This is an optimization exercise on Yosys and OpenROAD, whose aim is small area, a short achievable clock period and few clock cycles, not a production implementation.
Function was checked by simulation only, so behaviour that the tests miss may differ from the original.
No activity file was given, so power comes from the tool's default toggle rates.

run A:
==> flow/design.v (excerpt) <==
module graph_depth_first_search_core (
   input  wire logic                clock,
   input  wire logic                reset,
   input  wire logic                req_valid,
   output      logic                req_ready,
   input  wire logic [OP_W-1:0]     req_opcode,
   input  wire logic [VERTEX_W-1:0] req_vertex_a,
   input  wire logic [VERTEX_W-1:0] req_vertex_b,
   output      logic                rsp_valid,
   input  wire logic                rsp_ready,
   output      logic [VERTEX_W-1:0] rsp_vertex_out,
   output      logic                rsp_last_of_run,
   output      logic [STATUS_W-1:0] rsp_status,
   input  wire logic                csr_valid,
   output      logic                csr_ready,
   input  wire logic [CFG_W-1:0]    csr_vertex_count
);
For scale: ~3900 cells after synthesis, ~750 flip-flops, roughly 30 I/O pins, about 0.037 mm^2 of cells after synthesis.
==> flow/config.mk <==
export PLATFORM = sky130hd
export DESIGN_NAME = graph_depth_first_search_core
export DESIGN_NICKNAME = graph_depth_first_search_core
export VERILOG_FILES = /design/flow/design.v
export SDC_FILE = /design/flow/constraint.sdc
export NUM_CORES = 4
export LEC_CHECK = 0
export ABC_AREA = 1
export CAP_MARGIN = 20
export CORE_MARGIN = 2
export CORE_UTILIZATION = 40
export CTS_CLUSTER_DIAMETER = 100
export CTS_CLUSTER_SIZE = 30
export SETUP_SLACK_MARGIN = 5
export SLEW_MARGIN = 20
export TNS_END_PERCENT = 100
==> flow/constraint.sdc <==
create_clock -name core_clock -period 10.0 [get_ports {clock}]
set_input_delay 2.0000 -clock core_clock [delete_from_list [all_inputs] [get_ports {clock}]]
set_output_delay 2.0000 -clock core_clock [all_outputs]
set_load 0.01 [all_outputs]
standard.sh (not shown) runs the stock make flow with config.mk's settings and CLKGATE_MAP_FILE= SYNTH_SCRIPT=/design/flow/synth_recipe.tcl, a recipe that flattens the netlist after the stock synthesis.
==> flow/flow/run.sh <==
#!/bin/bash
set -euo pipefail
sed 's/"\${@:-finish}"/SETUP_SLACK_MARGIN=6 "${@:-finish}"/' standard.sh > standard_margin.sh
grep -q 'SETUP_SLACK_MARGIN=6' standard_margin.sh
bash standard_margin.sh > layout.log 2>&1
Looking at the reports, run A completed the entire flow and the layout it produced met the timing, design-rule and antenna checks.
Testbench counts of run A, summed over its fixed seeds: cycles 12,069.
> inputs changed (run A -> run B)
==> flow/run.sh (new file) <==
#!/bin/bash
# synth_recipe.tcl (not shown) runs the flow's synth.tcl, then flattens the netlist and writes it again
# the make line also repeats each setting of config.mk as NAME=value (left out here)
make -C /OpenROAD-flow-scripts/flow DESIGN_CONFIG=/design/flow/config.mk WORK_HOME=/design/flow/orfs CLKGATE_MAP_FILE= SYNTH_SCRIPT=/design/flow/synth_recipe.tcl finish
removed: flow/flow/run.sh
removed: flow/standard.sh
==> comparison <==
- Site row count: run B vs run A identical
- [compare] base=run A new=run B: post-route cell area went down about 12%; sum of met2 wire segment lengths after detailed routing moved down; slew at the pin with the worst max-slew slack now sits lower; critical path depth has decreased; via count of the first global-routing pass down 5.9%.
Modified inputs, run C compared to run B
Settings: swapping 30 for 20 in CTS_CLUSTER_SIZE; swapping 5 for 4.5 in SETUP_SLACK_MARGIN.
==> comparison <==
Run B → run C: post-route minimum period increased 0.38 ns, combinational share of power went down, actual transition at the worst max-transition pin now larger.
Area occupied by multi-input gates: run C vs run B down 1.2%
Routed via count essentially unchanged between run C and run B.
The total power of run B and that of run C are within noise of each other.
As far as number of multi-input logic gates is concerned, run C and run B perform about the same.
[inputs] run D vs run C
Settings: swapping 4.5 for 5 in SETUP_SLACK_MARGIN; clearing ABC_AREA, which used to be 1.
Delta (run D minus run C): fraction of final layout cells sized beyond drive strength 1 went up 11 points; final cell area excluding filler cells went up about 4.5%; maximum frequency went down about 4.4%; final total power went down 13%; part of the power in registers went up 6.5 points.
Run D reports its slowest stage cell on the critical path as sky130_fd_sc_hd__or4b_4 while run C reports sky130_fd_sc_hd__buf_4.
Relative to run C, the synthesized area measured on run D has decreased slightly.
What run E does differently from run D at the input level:
Settings: ABC_AREA newly set to 1.
## What came out
Looking at worst hold slack across all endpoints across both flows, run E is the stronger of the two, with run D trailing. Summary of run E over run D: clock input transition at the sequential cells of the worst setup and hold paths about even, die area +1.8%, clock power increased about 2%. [run E] minimum period implied by the final worst setup slack fell 0.68 ns relative to run D. | global-route wire length before repair | higher: run D |. Setup WNS run D -> run E: better. Between run E and run D, the transition time at the pin with the least slew margin is lower for run D. In run E, the worst stage delay on the critical path came out 0.15 ns below the value in run D. Relative to run D, run E improves routed wire length.
> inputs changed (run E -> run F)
Settings: a change of CTS_CLUSTER_SIZE from 20 to 30; a change of TNS_END_PERCENT from 100 to 20.
Notes after the runs:
Compared with run E, in run F number of gates resized after cts now sits higher; number of buffers inserted to repair setup after CTS decreased 2.
Clock-cell share of area: lower on run F
Cmp run F vs run E: number of nets at the end of the flow lower in run F
Both conditions hold for run F: the flow ran to the end and the final layout passed the timing, design-rule and antenna checks.
[compare] base=run E new=run F: number of multi-input combinational cells about even, number of clock-tree buffers in the layout fell 24, setup slack fell 0.081 ns, internal power of the cells fell about 2.7%.

==> port drivers added, routing unchanged <==
In the flow no input, the clock included, has a driving cell. The finished layouts below were timed again as built, in two steps.
Step 1, drivers: a clkbuf_16 drives clock and a buf_2 each remaining input, both assumed.
Step 2, shift: input delay + t, output delay - t, t = (earliest + latest rising clock arrival at the registers) / 2. This alone moves slack from input paths to output paths.
Three values: no drivers, after step 1, after step 2; two values: the first two.
run	t, ns	setup slack, ns	hold slack, ns
run A	0.680	5.387 / 5.387 / 5.134	0.420 / 0.420 / 0.420
run B	0.678	5.104 / 5.104 / 4.869	0.424 / 0.424 / 0.424
run C	0.696	4.723 / 4.723 / 4.723	0.448 / 0.448 / 0.448
run D	0.670	4.483 / 4.483 / 4.306	0.402 / 0.402 / 0.402
run E	0.704	5.163 / 5.163 / 4.710	0.446 / 0.446 / 0.446
run F	0.682	5.083 / 5.083 / 4.864	0.428 / 0.428 / 0.428
After both steps every run listed still meets setup and hold. The setup slack of run E, which loses most, moves by 0.000 ns with the drivers and by -0.453 ns with both steps.
